Context: an optimization exercise on an open-source flow, tuned for small area, a short achievable clock period and few clock cycles per item. The choices shown serve that exercise and are no tape-out recipe. The RTL was checked by simulation tests, not by an equivalence proof against the original design. No activity file was given, so power comes from the tool's default toggle rates.

==> design.v <==
`timescale 1ns/10ps
`default_nettype none
module rv_exec_core #(
    parameter int NUM_REGS = 32
) (
    input  logic        clk,
    input  logic        rst_n,
    input  logic [31:0] instr,
    input  logic        instr_req,
    input  logic        result_ack,
    output logic        instr_ack,
    output logic        result_req,
    output logic [4:0]  result_rd,
    output logic [31:0] result_data,
    output logic        result_illegal
);
    localparam logic [6:0] OPC_OP_IMM = 7'b0010011;
    localparam logic [6:0] OPC_OP     = 7'b0110011;
    localparam logic [6:0] OPC_LUI    = 7'b0110111;
    function automatic logic [31:1] onehot(input logic [4:0] r);
        for (int i = 1; i < 32; i++)
            onehot[i] = (r == 5'(i));
    endfunction
    function automatic logic [31:0] rev32(input logic [31:0] x);
        for (int i = 0; i < 32; i++)
            rev32[i] = x[31 - i];
    endfunction
    logic [31:7] ir;
    logic [2:0]  ir_cls;        
    logic        ir_valid;
    logic        ir_ph;         
    logic [31:1] rsel;          
    logic        fwd_out;       
    logic [31:0] op1;
    logic [31:0] op2;
    logic        fwd1;          
    logic        ex_valid;
    logic [4:0]  ex_rd;
    logic        ex_we;         
    logic        ex_ill;
    logic        ex_sra;
    assign ex_we = (ex_rd != 5'd0);
    logic        s_add, s_sub, s_cmp, s_xor, s_or, s_and, s_srl, s_sll;
    logic        out_pend;      
    logic        out_we;        
    logic        rf_clr;        
    logic [31:0] regs [1:31];
    logic ir_free, accept, p0, p1, ex_go, have;
    assign ir_free = !ir_valid || ir_ph;
    assign accept  = ir_free && instr_req && !instr_ack;
    assign p0      = ir_valid && !ir_ph && (!ex_valid || ex_go);
    assign p1      = ir_valid && ir_ph;
    assign ex_go   = ex_valid && !result_req && !out_pend;
    assign have    = ex_go || out_pend;
    always_ff @(posedge clk) begin
        if (!rst_n) begin
            instr_ack  <= 1'b0;
            ir_valid   <= 1'b0;
            ex_valid   <= 1'b0;
            result_req <= 1'b0;
            out_pend   <= 1'b0;
            out_we     <= 1'b0;
        end else begin
            if (accept)
                instr_ack <= 1'b1;
            else if (!instr_req)
                instr_ack <= 1'b0;
            if (ir_free)
                ir_valid <= accept;
            if (p1)
                ex_valid <= 1'b1;
            else if (ex_go)
                ex_valid <= 1'b0;
            if (result_req)
                result_req <= !result_ack;
            else
                result_req <= have && !result_ack;
            out_pend <= have && result_ack;
            if (ex_go)
                out_we <= ex_we;
        end
    end
    always_ff @(posedge clk) begin
        if (ir_free) begin
            ir     <= instr[31:7];
            ir_cls <= {instr[6:0] == OPC_OP, instr[6:0] == OPC_OP_IMM, instr[6:0] == OPC_LUI};
            ir_ph <= 1'b0;
        end else if (p0) begin
            ir_ph <= 1'b1;
        end
        if (ir_free || p0)
            rsel <= fwd_nx ? 31'd0 : onehot(raddr_nx);
    end
    logic [31:0] rf_q;
    logic [31:0] rdata;
    logic [31:1] wsel;
    logic [31:0] wdata;
    always_comb begin
        rf_q = 32'd0;
        for (int i = 1; i < 32; i++)
            rf_q = rf_q | (regs[i] & {32{rsel[i]}});
    end
    assign rdata = rf_q | (result_data & {32{fwd_out}});
    assign wsel  = out_we ? onehot(result_rd) : 31'd0;
    assign wdata = result_data & {32{!rf_clr}};
    always_ff @(posedge clk) begin
        rf_clr <= !rst_n;
        for (int i = 1; i < 32; i++)
            if (wsel[i] || rf_clr)
                regs[i] <= wdata;
    end
    logic [4:0] raddr_nx;
    logic       fwd_nx;
    logic [4:0] out_rd_nx;
    logic       out_we_nx;
    assign raddr_nx  = ir_free ? instr[19:15] : p0 ? ir[24:20] : ir[19:15];
    assign out_rd_nx = ex_go ? ex_rd : result_rd;
    assign out_we_nx = rst_n && (ex_go ? ex_we : out_we);
    assign fwd_nx    = out_we_nx && (out_rd_nx == raddr_nx);
    always_ff @(posedge clk)
        fwd_out <= fwd_nx;
    logic [2:0]  f3;
    logic [6:0]  f7;
    logic        is_op, is_opimm, is_lui;
    logic        f7_base, f7_alt;
    logic        legal;
    logic        alu_i;         
    logic        alt;
    logic        is_sub, is_slt, is_sltu;
    logic [31:0] imm;
    logic [31:0] src1;
    logic [31:0] src2;
    assign f3       = ir[14:12];
    assign f7       = ir[31:25];
    assign {is_op, is_opimm, is_lui} = ir_cls;
    assign f7_base  = (f7 == 7'b0000000);
    assign f7_alt   = (f7 == 7'b0100000);
    always_comb begin
        legal = 1'b0;
        if (is_lui)
            legal = 1'b1;
        else if (is_opimm)
            legal = (f3 == 3'b001) ? f7_base :
                    (f3 == 3'b101) ? (f7_base || f7_alt) : 1'b1;
        else if (is_op)
            legal = f7_base || (f7_alt && (f3 == 3'b000 || f3 == 3'b101));
    end
    assign alu_i = legal && !is_lui;
    assign alt  = f7_alt && (is_op || f3 == 3'b101);
    assign is_sub  = alu_i && f3 == 3'b000 && is_op && alt;
    assign is_slt  = alu_i && f3 == 3'b010;
    assign is_sltu = alu_i && f3 == 3'b011;
    assign imm  = is_lui ? {ir[31:12], 12'd0} : {{20{ir[31]}}, ir[31:20]};
    assign src1 = fwd1 ? result_data : op1;
    assign src2 = is_op ? rdata : imm;
    always_ff @(posedge clk) begin
        if (p0) begin
            op1  <= rdata;
            fwd1 <= ex_valid && ex_we && (ex_rd == ir[19:15]);
        end else if (p1) begin
            if (!alu_i)
                op1 <= 32'd0;
            else if (f3 == 3'b001)
                op1 <= rev32(src1);
            else if (is_sub || is_sltu)
                op1 <= ~src1;
            else if (is_slt)
                op1 <= {src1[31], ~src1[30:0]};
            else
                op1 <= src1;
        end
    end
    always_ff @(posedge clk) begin
        if (p1) begin
            op2    <= {src2[31] ^ is_slt, src2[30:0]};
            ex_rd  <= legal ? ir[11:7] : 5'd0;
            ex_ill <= !legal;
            ex_sra <= alu_i && f3 == 3'b101 && alt;
            s_add  <= is_lui || (alu_i && f3 == 3'b000 && !is_sub);
            s_sub  <= is_sub;
            s_cmp  <= is_slt || is_sltu;
            s_xor  <= alu_i && f3 == 3'b100;
            s_or   <= alu_i && f3 == 3'b110;
            s_and  <= alu_i && f3 == 3'b111;
            s_srl  <= alu_i && f3 == 3'b101;
            s_sll  <= alu_i && f3 == 3'b001;
        end
    end
    logic [32:0] sum;
    logic [31:0] sr;
    logic [31:0] sl;
    logic [31:0] alu;
    assign sum  = {1'b0, op1} + {1'b0, op2};
    assign sr   = 32'($signed({ex_sra & op1[31], op1}) >>> op2[4:0]);
    assign sl   = rev32(sr);
    assign alu = ({32{s_add}} & sum[31:0])
               | ({32{s_sub}} & ~sum[31:0])
               | ({32{s_xor}} & (op1 ^ op2))
               | ({32{s_or}}  & (op1 | op2))
               | ({32{s_and}} & (op1 & op2))
               | ({32{s_srl}} & sr)
               | ({32{s_sll}} & sl)
               | {31'd0, s_cmp & sum[32]};
    always_ff @(posedge clk) begin
        if (ex_go) begin
            result_data    <= alu;
            result_rd      <= ex_rd;
            result_illegal <= ex_ill;
        end
    end
endmodule
`default_nettype wire
==> run.sh <==
#!/bin/bash
# synth_recipe.tcl (not shown) runs the flow's synth.tcl, then flattens the netlist and writes it again
# the make line also repeats each setting of config.mk as NAME=value (left out here)
make -C /OpenROAD-flow-scripts/flow DESIGN_CONFIG=/design/flow/config.mk WORK_HOME=/design/flow/orfs CLKGATE_MAP_FILE= SYNTH_SCRIPT=/design/flow/synth_recipe.tcl finish
==> config.mk <==
export PLATFORM = sky130hd
export DESIGN_NAME = rv_exec_core
export DESIGN_NICKNAME = rv_exec_core
export VERILOG_FILES = /design/flow/design.v
export SDC_FILE = /design/flow/constraint.sdc
export NUM_CORES = 4
export LEC_CHECK = 0
export ABC_AREA = 1
export CAP_MARGIN = 20
export CORE_MARGIN = 2
export CORE_UTILIZATION = 55
export CTS_CLUSTER_DIAMETER = 100
export CTS_CLUSTER_SIZE = 26
export PLACE_DENSITY = 0.7
export SETUP_SLACK_MARGIN = 4.7
export SLEW_MARGIN = 20
==> constraint.sdc <==
create_clock -name core_clock -period 7.5 [get_ports {clk}]
set_input_delay 1.5000 -clock core_clock [delete_from_list [all_inputs] [get_ports {clk}]]
set_output_delay 1.5000 -clock core_clock [all_outputs]
set_load 0.01 [all_outputs]
==> results of run 1 <==
## logic make-up after synthesis
family,after synthesis
AOI/OAI and AO/OA,618
xor gates and xnor gates,24
adders and majority gates,65
buffers and inverters,461
DFF,1178
muxes,7
and+or+nand+nor,2043
## through the flow
step | cell area, sq um | util (%) | setup WS (ps) | total power, uW
global route | 56600 | 61.9 | 4540 | 14600
finish | 56600 | 61.9 | 4560 | 14200
global placement | 53600 | 58.5 | 3560 | 10500
floorplan | 50800 | - | 3870 | 9380
CTS | 55800 | 60.9 | 4470 | 14000
detailed placement | 53600 | 58.5 | 3570 | 10500
## worst paths after layout
check / slack [ps] / depth (start not counted) / end / from
setup / recovery: 4560 / 1 / result_data[20] / result_data[20]
hold / removal: 440 / 0 / result_illegal / ex_ill
setup reg to reg: 4700 / 12 / result_data[29] / op2[0]
hold reg to reg: 440 / 0 / result_illegal / ex_ill
## layout make-up
cell class | instances | area, sq um
Inverter | 259 | 990
Clock buffer | 68 | 1380
Tap cell | 1186 | 1480
Antenna cell | 2 | 5.00
Clock inverter | 9 | 148
Timing Repair Buffer | 313 | 2580
Fill cell | 7185 | 34900
Sequential cell | 1178 | 35300
Multi-Input combinational cell | 2762 | 14800
## cell usage after synthesis, types with 5 or more instances
master / number
nand2_1: 1327
edfxtp_1: 1164
nand3_1: 259
inv_1: 246
nor2_1: 217
o21ai_0: 198
clkbuf_1: 166
a21oi_1: 139
nand4_1: 119
a22o_1: 82
a221oi_1: 77
ha_1: 64
nand3b_1: 38
nor3_1: 35
o211ai_1: 34
a211oi_1: 31
buf_2: 18
nor4_1: 17
or2_2: 15
dfxtp_1: 14
xnor2_1: 13
inv_2: 12
xor2_1: 11
buf_1: 10
o22ai_1: 10
o2111ai_1: 9
mux2i_1: 7
a21boi_0: 6
buf_6: 6
o21bai_1: 6
a2111oi_0: 5
a21o_1: 5
a31oi_1: 5
o221ai_1: 5
## power breakdown
group	internal, uW	switching (uW)	leakage (uW)	total [uW]
Combinational	779	2040	0.00892	2820
Sequential	7740	199	0.0119	7940
Clock	1370	2050	0.000741	3420
Total	9890	4290	0.0216	14200
## placed cells by master, fill, tap and decap left out, types with 6 or more instances in the layout
cell type / n
buf_6: 8
a221oi_1: 77
or2_2: 15
ha_2: 6
nor2_1: 180
inv_2: 15
o211ai_1: 34
inv_1: 238
o21ai_4: 37
nor4_1: 15
clkdlybuf4s50_1: 34
o21ai_0: 126
nor2_2: 21
dfxtp_1: 6
mux2i_1: 6
edfxtp_1: 1164
a21oi_1: 131
nand2_1: 1310
ha_1: 53
o2111ai_1: 9
clkbuf_1: 15
o21ai_1: 25
nor3_1: 29
clkbuf_16: 56
nor2_4: 20
a211oi_1: 29
buf_4: 216
a22o_1: 82
nand3_2: 6
nand3_1: 254
nor3_2: 7
nand3b_1: 38
o21bai_1: 6
nand4_1: 119
nand2_2: 20
o22ai_1: 10
buf_2: 37
xor2_1: 11
xnor2_1: 10
o21ai_2: 10
## layer usage
metal  vias to the layer above  GRT usage (%)
met5                         -              0
met4                         6           17.5
met3                       475           7.76
met2                      2588           56.4
met1                     18200           50.4
li1                      16000              -
## flip-flops by register name (all words and copies together) (netlist names), 3 cells and up
register and cells:
ir 25, result_rd 5, op1 32, ex_rd 5
regs 992, op2 32, ir_cls 3, result_data 32
rsel 31
## timing repair
action	in CTS	in global routing
gates cloned	4	6
gates resized for setup	253	103
pin swaps	12	24
hold buffers	0	0
buffers inserted	58	47
setup endpoints to repair	148	224
==> results by group, run 1 <==
STA
  – Period minus WS final: 2940 ps
  – Slew margin rel.: between 20 and 25%
  – RSZ-0062 raised after global routing: yes
  – Final setup fails: 0
  – Pins over their slew limit: 0
  – Worst slew pin tran: 1140 ps
  – Setup TNS Final: 0 ps
  – Final hold viol count: 0
  – WHS: approximately 440 ps
  – Fmax: 340 MHz
  – Tcrit/Tclk final: 39.2%
  – Clock Skews: between 40 and 50 ps

Routing
  – Top sig layer: met5
  – Drt drc: 0
  – Vias: between 30000 and 40000
  – Metal-1 WL: roughly 66000 microns
  – DRT Wirelength: approximately 180000 microns
  – Via/cell ratio: roughly 6.4
  – WL met2: between 70000 and 80000 microns
  – Routed length on met3: 21400 microns
  – Iter 0 DRT Violations: roughly 6000
  – Post-route ant nets: 0
  – DR WL/cell: between 30 and 40 microns
  – DR pass1 iterations: 6

Synthesis
  – Syn Inst Count: 4396
  – Yosys top cell by area: edfxtp_1
  – Simple-Gate Fraction of Synth Area: 17.0%
  – Post-synth EDFFs: between 1000 and 1500
  – Main combinational cell family by area after synthesis: simple AND/OR/NAND/NOR gates
  – Post-synthesis adder-cell area fraction: 1.62%
  – Xor-xnor portion of the synthesized cell area: less than 1%
  – Top cell type's share of synthesized area: slightly below 70%
  – Mean Syn Cell Area: approximately 12 sq um
  – Top post-synthesis cells by area: edfxtp_1 (69%), nand2_1 (9.8%), nand3_1 (2.6%), o21ai_0 (2.0%), inv_1 (1.8%)
  – Synth warn: 2
  – Syn Std Cell Area: roughly 0.05 sq mm
  – #FFs+latches synth: 1178
  – Distinct cell type count after synthesis: 51
  – Post-synth top flop: edfxtp_1
  – Seq/Total Area, Yosys: 69.4%
  – Post-synthesis mux area share: 0.138%
  – Net Count, Synth: 4497
  – Ys async rst share: 0%
  – Synth Area in Compound Gates: 7.90%

Power
  – Pwr Density: 250 mW/mm^2
  – Cell leakage power: 0.0216 uW
  – Max rail drop VDD: between 0.2 and 0.25 mV

Setup path
  – CP max stage delay: about 540 ps
  – Crit-path cells: buf_2
  – CP top delay family: flip-flops
  – Required @ worst endpoint: 6000 ps
  – Critical path arrival: 1440 ps
  – Worst setup path class: flip-flop to output port
  – Critical path buffers and inverters: 1
  – Slowest cell on crit path: edfxtp_1
  – Setup crit end kind: output port
  – Critical path launch point type: flip-flop
  – Crit-path max FO: 2

Place
  – Hpwl dp: 111000 microns
  – I/O Buffers: 75
  – Placed Cells incl. Taps: 5583
  – Routability cong.: approximately 1.0

Clock network
  – H-tree Lvls: 2
  – Clk slew on worst S/H paths: 110 ps
  – Clk buf depth: 3
  – CTS sink cnt: 1178
  – Clock root cell: clkbuf_16
  – Worst skew pair latency: 710 ps
  – CTS buffer count: 53
  – CTS tree: built

Layout
  – Nets: 4668
  – Non-filler cells, final: a little under 6000
  – Area Growth Syn to Fin: 11.6%
  – Share of layout cells above drive strength 1: a little under an eighth

Status
  – Outcome: no timing/DRC/antenna violations

Global routing
  – First-pass GRT wire length: 246000 microns
  – Antenna violations before repair: 4
  – Vias in the first global route: about 34000
  – Pin count of the biggest net entering global routing: 65
  – Overflow after GRT: 0
  – Total Routing Usage GR: a little under two fifths

Die
  – Core Box Area: 0.0915 sq mm
  – Starting density of the core: 55.5%
  – Num rows: approximately 110
  – Die footprint: 0.0948 sq mm
  – # IOs: 76
  – Width of the die: 308 microns
  – DIE HEIGHT: 308 microns

Min path
  – HP Class: flip-flop to flip-flop

Run
  – Number of max-cap violations: 0
Testbench counts, summed over its fixed seeds: cycles 94,143, items 32,000.
==> run 2: changes to the inputs <==
--- a/design.v
+++ b/design.v
@@ -36,10 +36,9 @@
     logic        fwd1;          
     logic        ex_valid;
     logic [4:0]  ex_rd;
-    logic        ex_we;         
+    logic        ex_we;
     logic        ex_ill;
     logic        ex_sra;
-    assign ex_we = (ex_rd != 5'd0);
     logic        s_add, s_sub, s_cmp, s_xor, s_or, s_and, s_srl, s_sll;
     logic        out_pend;      
     logic        out_we;        
@@ -174,6 +173,7 @@
         if (p1) begin
             op2    <= {src2[31] ^ is_slt, src2[30:0]};
             ex_rd  <= legal ? ir[11:7] : 5'd0;
+            ex_we  <= legal && (ir[11:7] != 5'd0);
             ex_ill <= !legal;
             ex_sra <= alu_i && f3 == 3'b101 && alt;
             s_add  <= is_lui || (alu_i && f3 == 3'b000 && !is_sub);
--- a/config.mk
+++ b/config.mk
@@ -8,9 +8,9 @@
 export ABC_AREA = 1
 export CAP_MARGIN = 20
 export CORE_MARGIN = 2
-export CORE_UTILIZATION = 55
+export CORE_UTILIZATION = 60
 export CTS_CLUSTER_DIAMETER = 100
 export CTS_CLUSTER_SIZE = 26
-export PLACE_DENSITY = 0.7
+export PLACE_DENSITY = 0.75
 export SETUP_SLACK_MARGIN = 4.7
 export SLEW_MARGIN = 20
==> run 2 against run 1 <==
  * Still clean
  * Worst setup slack got worse by 5.2 ps
  * Non-clock buffer count decreased by 27
  * Combinational power hardly changed
  * Register-to-register slack worse by 60 ps
  * Final area rose by 0.14%
  * Critical path type unchanged
  * Highest routed layer is now met4
==> results by group, run 2 <==
Setup path
  – Stages on the worst setup path: 1 (unchanged)
  – Critical path buffers and inverters: 1 (unchanged)
  – Critical path launch point type: flip-flop
  – CP max stage delay: 560 ps (+20 ps)
  – CP top delay family: flip-flops
  – Setup crit end kind: output port
  – Reg2reg path depth: 11 (-1)
  – Worst setup path class: flip-flop to output port
  – Critical path arrival: 1440 ps (about the same)
  – Crit-path cells: buf_2
  – Worst r2r src: op2[0]
  – Setup crit start: result_data[4]
  – Crit-path max FO: 2 (unchanged)
  – Slowest cell on crit path: edfxtp_1
  – Required @ worst endpoint: 6000 ps (about the same)

Synthesis
  – Top post-synthesis cells by area: edfxtp_1 (68%), nand2_1 (10%), nand3_1 (3.4%), inv_1 (2.4%), nor2_1 (1.8%)
  – Distinct cell type count after synthesis: 54 (+5.9%)
  – Post-synth top flop: edfxtp_1
  – Post-synth EDFFs: 1165 (+0.086%)
  – Syn Std Cell Area: 0.0513 sq mm (+1.0%)
  – Ys async rst share: 0% (unchanged)
  – Mean Syn Cell Area: 11.2 sq um (-3.0%)
  – Top cell type's share of synthesized area: 68.2% (-0.63 points)
  – Syn Inst Count: 4576 (+4.1%)
  – Yosys top cell by area: edfxtp_1
  – Commonest cells in the synthesized netlist: nand2_1 (1411), edfxtp_1 (1165), nand3_1 (344)
  – Most numerous cell in the Yosys netlist: nand2_1
  – Synth warn: 2 (unchanged)
  – Net Count, Synth: 4677 (+4.0%)
  – #FFs+latches synth: 1179 (+0.085%)
  – Seq/Total Area, Yosys: 68.8% (-0.64 points)

STA
  – Period minus WS final: 2940 ps (+5.16 ps)
  – Tcrit/Tclk final: 39.3% (+0.069 points)
  – Pins over their slew limit: 0 (unchanged)
  – Setup TNS Final: 0 ps (unchanged)
  – Clock Skews: 48.0 ps (+4.10 ps)
  – Final setup fails: 0 (unchanged)
  – RSZ-0062 raised after global routing: yes
  – Slew margin rel.: 25.0% (+0.81 points)
  – Final worst slack: 4560 ps (-5.16 ps)
  – Final hold viol count: 0 (unchanged)
  – Worst slew pin tran: 1120 ps (-12.2 ps)
  – Fmax: 340 MHz (-0.18%)

Global routing
  – First-pass GRT wire length: 257000 microns (+4.4%)
  – Overflow after GRT: 0 (unchanged)
  – Pin count of the biggest net entering global routing: 65 (unchanged)
  – Total Routing Usage GR: 42.2% (+5.4 points)
  – Antenna violations before repair: 0 (-4)
  – Vias in the first global route: 36000 (+4.5%)

Routing
  – DR WL/cell: 31.5 microns (+3.1%)
  – DR pass1 iterations: 6 (unchanged)
  – DRT Wirelength: 186000 microns (+5.1%)
  – Via/cell ratio: 6.58 (+2.0%)
  – Iter 0 DRT Violations: 5893 (-1.9%)
  – Vias: 38800 (+4.0%)
  – Drt drc: 0 (unchanged)
  – Post-route ant nets: 0 (unchanged)

Clock network
  – CTS buffer count: 55 (+3.8%)
  – Worst skew pair latency: 690 ps (-20 ps)
  – Clock root cell: clkbuf_16
  – Clk buf depth: 3 (unchanged)
  – CTS sink cnt: 1179 (+0.085%)
  – Hold Buf Count CTS: 0 (unchanged)
  – Clk slew on worst S/H paths: 110 ps (about the same)
  – H-tree Lvls: 2 (unchanged)
  – CTS tree: built

Layout
  – Final core utilization: 66.8% (+4.9 points)
  – Nets: 4825 (+3.4%)
  – Area Growth Syn to Fin: 10.6%
  – Most flops, register: regs
  – Fill count: 6377 (-11%)
  – # diodes: 0 (-2)
  – Commonest cells after routing, fill and taps aside: nand2_1 (1400), edfxtp_1 (1165), nand3_1 (341), inv_1 (324), nor2_1 (225)
  – Largest register FFs: 992 (unchanged)
  – Share of layout cells above drive strength 1: 9.92% (-1.9 points)
  – Most common cell after layout, fill and taps aside: nand2_1

Die
  – DIE HEIGHT: 296 microns (-3.7%)
  – Starting density of the core: 60.4% (+4.9 points)
  – Core Box Area: 0.0849 sq mm (-7.3%)
  – Num rows: 107 (-3.6%)
  – Die footprint: 0.0878 sq mm (-7.3%)
  – Width of the die: 296 microns (-3.7%)
  – # IOs: 76 (unchanged)

Place
  – Routability cong.: 1.06 (+6.0%)
  – Hpwl dp: 113000 microns (+1.7%)
  – Dpl ws: 3320 ps (-252 ps)
  – I/O Buffers: 75 (unchanged)

Min path
  – HP Class: flip-flop to flip-flop
  – Worst Min Path Start: ex_ill
  – Hold Crit Depth: 0 (unchanged)

Status
  – Outcome: no timing/DRC/antenna violations

Power
  – Cell leakage power: 0.0221 uW (+2.7%)
  – Pwr Density: 251 mW/mm^2 (+0.37%)
  – Max rail drop VDD: 0.213 mV (+1.9%)

Run
  – Number of max-cap violations: 0 (unchanged)
==> run 2: changes by cell type in the layout (fill, tap and decap cells not counted), sizes merged, moves of 12 or more <==
cell | previous run | this run
nand3 | 264 | 353
o211ai | 35 | 12
inv | 260 | 356
o22ai | 10 | 22
buf | 270 | 247
o21ai | 198 | 179
nand2 | 1333 | 1415
a221oi | 77 | 97
nand4 | 119 | 136
nor2 | 221 | 244
nor3 | 36 | 20
a211oi | 31 | 11
or2 | 15 | 1
nand3b | 39 | 3
==> run 2: area by class of cell <==
| cell class | count | area (sq um) | area share [%] |
|---|---|---|---|
| tap | 1144 | 1430 | 2.52 |
| timing repair buffer | 286 | 2310 | 4.08 |
| sequential | 1179 | 35300 | 62.2 |
| inverter | 355 | 1380 | 2.42 |
| timing repair inverter | 1 | 5.00 | 0.00882 |
| clock inverter | 11 | 219 | 0.386 |
| multi-input combinational | 2846 | 14700 | 25.9 |
| clock buffer | 70 | 1440 | 2.54 |
==> run 2: cells by family after synthesis <==
logic type / Yosys count / synth area share [%]
and+or+nand+nor: 2200 / 18.0
DFF: 1179 / 68.8
AOI/OAI and AO/OA: 563 / 7.24
buffers and inverters: 557 / 4.18
adders and majority gates: 65 / 1.60
xor gates and xnor gates: 12 / 0.205
==> run 2: worst paths after layout <==
kind                     endpoint  slack (ps)
setup / recovery   result_data[4]        4560
hold reg to reg    result_illegal         450
hold / removal     result_illegal         450
setup reg to reg  result_data[30]        4640
==> run 2: routing by layer <==
| metal | wire [microns] | track usage [%] | up-vias |
|---|---|---|---|
| li1 | - | - | 16400 |
| met1 | 62400 | 54.5 | 18500 |
| met2 | 82000 | 64.6 | 3144 |
| met3 | 26700 | 10.6 | 738 |
| met4 | 14600 | 26.4 | 0 |
| met5 | 0 | 0 | - |
==> run 2: metrics by stage <==
| stage | std cells | hold WS [ps] | cell area [sq um] | power [uW] |
|---|---|---|---|---|
| after floorplan | 4576 | 400 | 51300 | 9400 |
| after global placement | 5724 | 422 | 54000 | 10600 |
| after detailed placement | 5724 | 426 | 54000 | 10600 |
| after CTS | 5848 | 451 | 56000 | 14000 |
| after global routing | 5892 | 461 | 56700 | 14600 |
| final | 5892 | 450 | 56700 | 14300 |
==> run 2: what timing repair did <==
| action | in CTS | in global routing |
|---|---|---|
| setup buffers | 39 | 39 |
| pin swaps | 5 | 13 |
| setup endpoints to repair | 196 | 433 |
| cloned | 4 | 4 |
| resized for setup | 216 | 90 |
==> run 2: power by group <==
group	internal, uW	switching, uW
Clock	1440	2090
Combinational	711	2080
Sequential	7730	198
Testbench counts of run 2, summed over its fixed seeds: cycles 94,143, items 32,000.

[port drivers added, routing unchanged]
In the flow no input, the clock included, has a driving cell. The finished layouts below were timed again as built, in two steps. Step 1: set_driving_cell puts a clkbuf_16 on clk and a buf_2 on each other input, an assumption about the parent block. Step 2 moves the port delays by t, midway between the first and last clock arrival at a register: inputs arrive t later, outputs are due t later. That takes back most of the time a late clock gives input paths. a / b / c = no drivers / after step 1 / after step 2; a / b = the first two.
run | t, ns | setup slack, ns | pins driven straight from the clock port
run 1 | 0.760 | 4.561 / 4.488 / 4.044 | 1
run 2 | 0.747 | 4.556 / 4.481 / 3.976 | 1
After both steps every run listed still meets setup and hold. For run 2, which loses most, drivers alone change the setup slack by -0.075 ns; drivers and shift together by -0.580 ns.
